Background: an optimization exercise with open tools, aiming at small area. Do not read the settings as production practice. Function was checked by simulation only, so behaviour that the tests miss may differ from the original. No activity file was given, so power comes from the tool's default toggle rates.

## trial 96
==> flow/design.v (excerpt) <==
module mips_id_stage #(
  parameter int NREGS = 32,
  parameter int WIDTH = 32
) (
  input  logic             clk,
  input  logic             reset,
  input  logic [31:0]      instruction32,
  input  logic [WIDTH-1:0] writeData,
  input  logic             regDst,
  input  logic             regWrite,
  output logic [WIDTH-1:0] readData1,
  output logic [WIDTH-1:0] readData2,
  output logic [WIDTH-1:0] extImmediate,
  output logic [5:0]       opcode,
  output logic [4:0]       rs,
  output logic [4:0]       rt,
  output logic [4:0]       rd,
  output logic [4:0]       shamt,
  output logic [5:0]       funct,
  output logic [15:0]      immediate,
  output logic [25:0]      address
);
  localparam int AW = $clog2(NREGS);
  logic [31:0]      ir;
  logic [WIDTH-1:0] regs [1:NREGS-1];
  logic [WIDTH-1:0] regs_d [1:NREGS-1];
  logic [AW-1:0]    wa;
  logic [NREGS-1:1] we, we_n;
  logic [WIDTH-1:0] wd;
  logic [NREGS-1:1] sel1, sel2;
  always_ff @(posedge clk) begin
    if (reset) ir <= '0;
    else       ir <= instruction32;
  end
  assign opcode    = ir[31:26];
  assign rs        = ir[25:21];
  assign rt        = ir[20:16];
  assign rd        = ir[15:11];
  assign shamt     = ir[10:6];
  assign funct     = ir[5:0];
  assign immediate = ir[15:0];
  assign address   = ir[25:0];
  assign extImmediate = {{(WIDTH-16){ir[15]}}, ir[15:0]};
  assign wa = regDst ? rd : rt;
  logic reset_n;
  assign reset_n = ~reset;
  for (genvar b = 0; b < WIDTH; b++) begin : g_wd
    mips_rf_and2 u_wd (.a(writeData[b]), .b(reset_n), .y(wd[b]));
  end
  logic [3:0] rs_lo, rt_lo, wa_lo;
  logic [7:0] rs_hi, rt_hi, wa_hi;
  always_comb begin
  ...
Size in the first run: about 240 I/O pins, roughly 39000 µm² of cells after synthesis.
export LEC_CHECK = 0
export CAP_MARGIN = 20
export CORE_MARGIN = 2
export CORE_UTILIZATION = 65
export SLEW_MARGIN = 20
export SYNTH_HIERARCHICAL = 1
export SYNTH_MINIMUM_KEEP_SIZE = 0
create_clock -name core_clock -period 8.0 [get_ports {clk}]
standard.sh (not shown) runs the stock make flow with config.mk's settings and CLKGATE_MAP_FILE= SYNTH_SCRIPT=/design/flow/synth_recipe.tcl, a recipe that flattens the netlist after the stock synthesis.
==> flow/flow/run.sh <==
#!/bin/bash
# Standard ORFS layout (the standard.sh, standard synthesis) with two
# changes passed as make variables:
#  - port buffers use the smallest buffer cell (every port still gets one);
#  - clock tree synthesis with smaller clock buffers and no dummy loads.
set -euo pipefail
bash standard.sh \
  "BUFFER_PORTS_ARGS=-buffer_cell sky130_fd_sc_hd__buf_1" \
  "CTS_ARGS=-sink_clustering_enable -repair_clock_nets -dont_use_dummy_load -buf_list sky130_fd_sc_hd__clkbuf_4 -sink_clustering_size 10 -sink_clustering_max_diameter 40" \
  finish > make_finish.log 2>&1
The flow did not stop early for trial 96: all stages ran, and the layout cleared the timing, design-rule and antenna checks.
Edits applied to the flow inputs when going from trial 96 to trial 77:
Settings: a change of CAP_MARGIN from 20 to 10; a change of SLEW_MARGIN from 20 to 10.
diff --git a/flow/flow/run.sh b/flow/flow/run.sh
--- a/flow/flow/run.sh
+++ b/flow/flow/run.sh
@@ -7,4 +7,4 @@
 bash standard.sh \
   "BUFFER_PORTS_ARGS=-buffer_cell sky130_fd_sc_hd__buf_1" \
-  "CTS_ARGS=-sink_clustering_enable -repair_clock_nets -dont_use_dummy_load -buf_list sky130_fd_sc_hd__clkbuf_4 -sink_clustering_size 10 -sink_clustering_max_diameter 40" \
+  "CTS_ARGS=-sink_clustering_enable -repair_clock_nets -dont_use_dummy_load -buf_list sky130_fd_sc_hd__clkbuf_4 -sink_clustering_size 8 -sink_clustering_max_diameter 40" \
   finish > make_finish.log 2>&1
Results
- All of trial 77 and trial 96 finish clean.
- Clock group share of total power in trial 77 is 1.0 points higher than in trial 96
- | total wirelength of the detailed-routed design | trial 77 vs trial 96 | ≈ equal |
- Trial 77 — worst slack at placement 0.0086 ns lower, trial 96 as reference
- Changes observed in trial 77 relative to trial 96: setup slack of the critical path after layout dropped 0.070 ns, arrival time at the worst endpoint picked up an extra 0.07 ns, overall power after layout has increased.

---

## rev 12
mips_id_stage, a different RTL version from the one above (not shown whole).
Size: about 2,300 cells after synthesis, ~1,000 flip-flops, roughly 240 I/O pins, ~40,000 um^2 of cells after synthesis.
Design mips_id_stage, start of the top module:
module mips_id_stage #(
  parameter int NREGS = 32,
  parameter int WIDTH = 32
) (
  input  logic             clk,
  input  logic             reset,
  input  logic [31:0]      instruction32,
  input  logic [WIDTH-1:0] writeData,
  input  logic             regDst,
  input  logic             regWrite,
  output logic [WIDTH-1:0] readData1,
  output logic [WIDTH-1:0] readData2,
  output logic [WIDTH-1:0] extImmediate,
  output logic [5:0]       opcode,
  output logic [4:0]       rs,
  output logic [4:0]       rt,
  output logic [4:0]       rd,
  output logic [4:0]       shamt,
  output logic [5:0]       funct,
  output logic [15:0]      immediate,
  output logic [25:0]      address
);
  localparam int AW = $clog2(NREGS);
  logic [31:0]      ir;
  logic [WIDTH-1:0] regs [1:NREGS-1];
  logic [AW-1:0]    wa;
  logic [NREGS-1:1] we;
  logic [WIDTH-1:0] wd;
  logic [NREGS-1:1] sel1, sel2;
  always_ff @(posedge clk) begin
    if (reset) ir <= '0;
  ...
Settings: LEC_CHECK=0, CAP_MARGIN=20, CORE_MARGIN=2, CORE_UTILIZATION=60, CTS_BUF_LIST=sky130_fd_sc_hd__clkbuf_4 sky130_fd_sc_hd__clkbuf_8, SLEW_MARGIN=20, SYNTH_HIERARCHICAL=1, SYNTH_MINIMUM_KEEP_SIZE=0; clock period 8.0 ns.
==> flow/flow/run.sh <==
#!/bin/bash
# Standard ORFS layout with two changes made through make variables:
#  - port buffers use the smallest buffer cell (every port still gets one);
#  - clock tree synthesis without dummy loads.
set -euo pipefail
bash standard.sh \
  "BUFFER_PORTS_ARGS=-buffer_cell sky130_fd_sc_hd__buf_1" \
  "CTS_ARGS=-sink_clustering_enable -repair_clock_nets -dont_use_dummy_load -buf_list {sky130_fd_sc_hd__clkbuf_4 sky130_fd_sc_hd__clkbuf_8}" \
  finish > make_finish.log 2>&1
### rev 12 -> rev 13
# rev 12
export LEC_CHECK = 0
export CAP_MARGIN = 20
export CORE_MARGIN = 2
export CORE_UTILIZATION = 60
export CTS_BUF_LIST = sky130_fd_sc_hd__clkbuf_4 sky130_fd_sc_hd__clkbuf_8
export SLEW_MARGIN = 20
export SYNTH_HIERARCHICAL = 1
export SYNTH_MINIMUM_KEEP_SIZE = 0
create_clock -name core_clock -period 8.0 [get_ports {clk}]
# rev 13
export LEC_CHECK = 0
export CAP_MARGIN = 20
export CORE_MARGIN = 2
export CORE_UTILIZATION = 40
export SLEW_MARGIN = 20
export SYNTH_HIERARCHICAL = 1
export SYNTH_MINIMUM_KEEP_SIZE = 0
create_clock -name core_clock -period 8.0 [get_ports {clk}]
==> flow/run.sh (new file) <==
#!/bin/bash
# synth_recipe.tcl (not shown) runs the flow's synth.tcl, then flattens the netlist and writes it again
# the make line also repeats each setting of config.mk as NAME=value (left out here)
make -C /OpenROAD-flow-scripts/flow DESIGN_CONFIG=/design/flow/config.mk WORK_HOME=/design/flow/orfs CLKGATE_MAP_FILE= SYNTH_SCRIPT=/design/flow/synth_recipe.tcl finish
removed: flow/flow/run.sh
removed: flow/standard.sh
==> run summary <==
Diff rev 12 -> rev 13: final setup slack of the worst path fell 0.32 ns; maximum operating frequency fell 5.3%.
Note that the total clock buffers created by CTS recorded for rev 12 amounts to 1.6 times the value seen in rev 13.
Looking at count of buffering cells on the critical path with inverters included, rev 13 sits 1 lower than rev 12 does.
The higher growth of design area from synthesis to finish of rev 12 and rev 13 is in rev 13.
The higher logic depth of the worst setup path including buffers of rev 12 and rev 13 is in rev 12.
On area of combinational cells with multiple inputs: rev 13 sits below rev 12.
Against rev 12, rev 13 comes in 19 points lower on global-route met2 utilization.

-- static timing again, ports no longer ideal --
The results above use ideal ports. As a check the final layouts listed here were re-extracted and re-timed, cells and wires unchanged.
Step 1: set_driving_cell puts a clkbuf_16 on clk and a buf_2 on each other input, an assumption about the parent block.
Step 2 times the ports against the registers' clock, not the clock port: input delays grow and output delays shrink by t, the midpoint of the rising clock arrivals with the driver on.
a / b / c = no drivers / after step 1 / after step 2; a / b = the first two.
| run | t (ns) | setup slack, ns | latest minus earliest clock arrival (ns) | worst data-port slew with drivers (ns) | cell pins on the clock port's net |
|---|---|---|---|---|---|
| trial 96 | 1.086 | 2.059 / 1.995 / 3.025 | 0.079 / 0.078 | 0.07 | 1 |
| trial 77 | 1.079 | 1.989 / 1.929 / 2.903 | 0.087 / 0.087 | 0.06 | 1 |
| rev 12 | 0.856 | 2.339 / 2.276 / 3.132 | 0.071 / 0.070 | 0.03 | 1 |
| rev 13 | 0.736 | 2.021 / 1.954 / 2.690 | 0.032 / 0.032 | 0.05 | 1 |
After both steps every run listed still meets setup and hold.
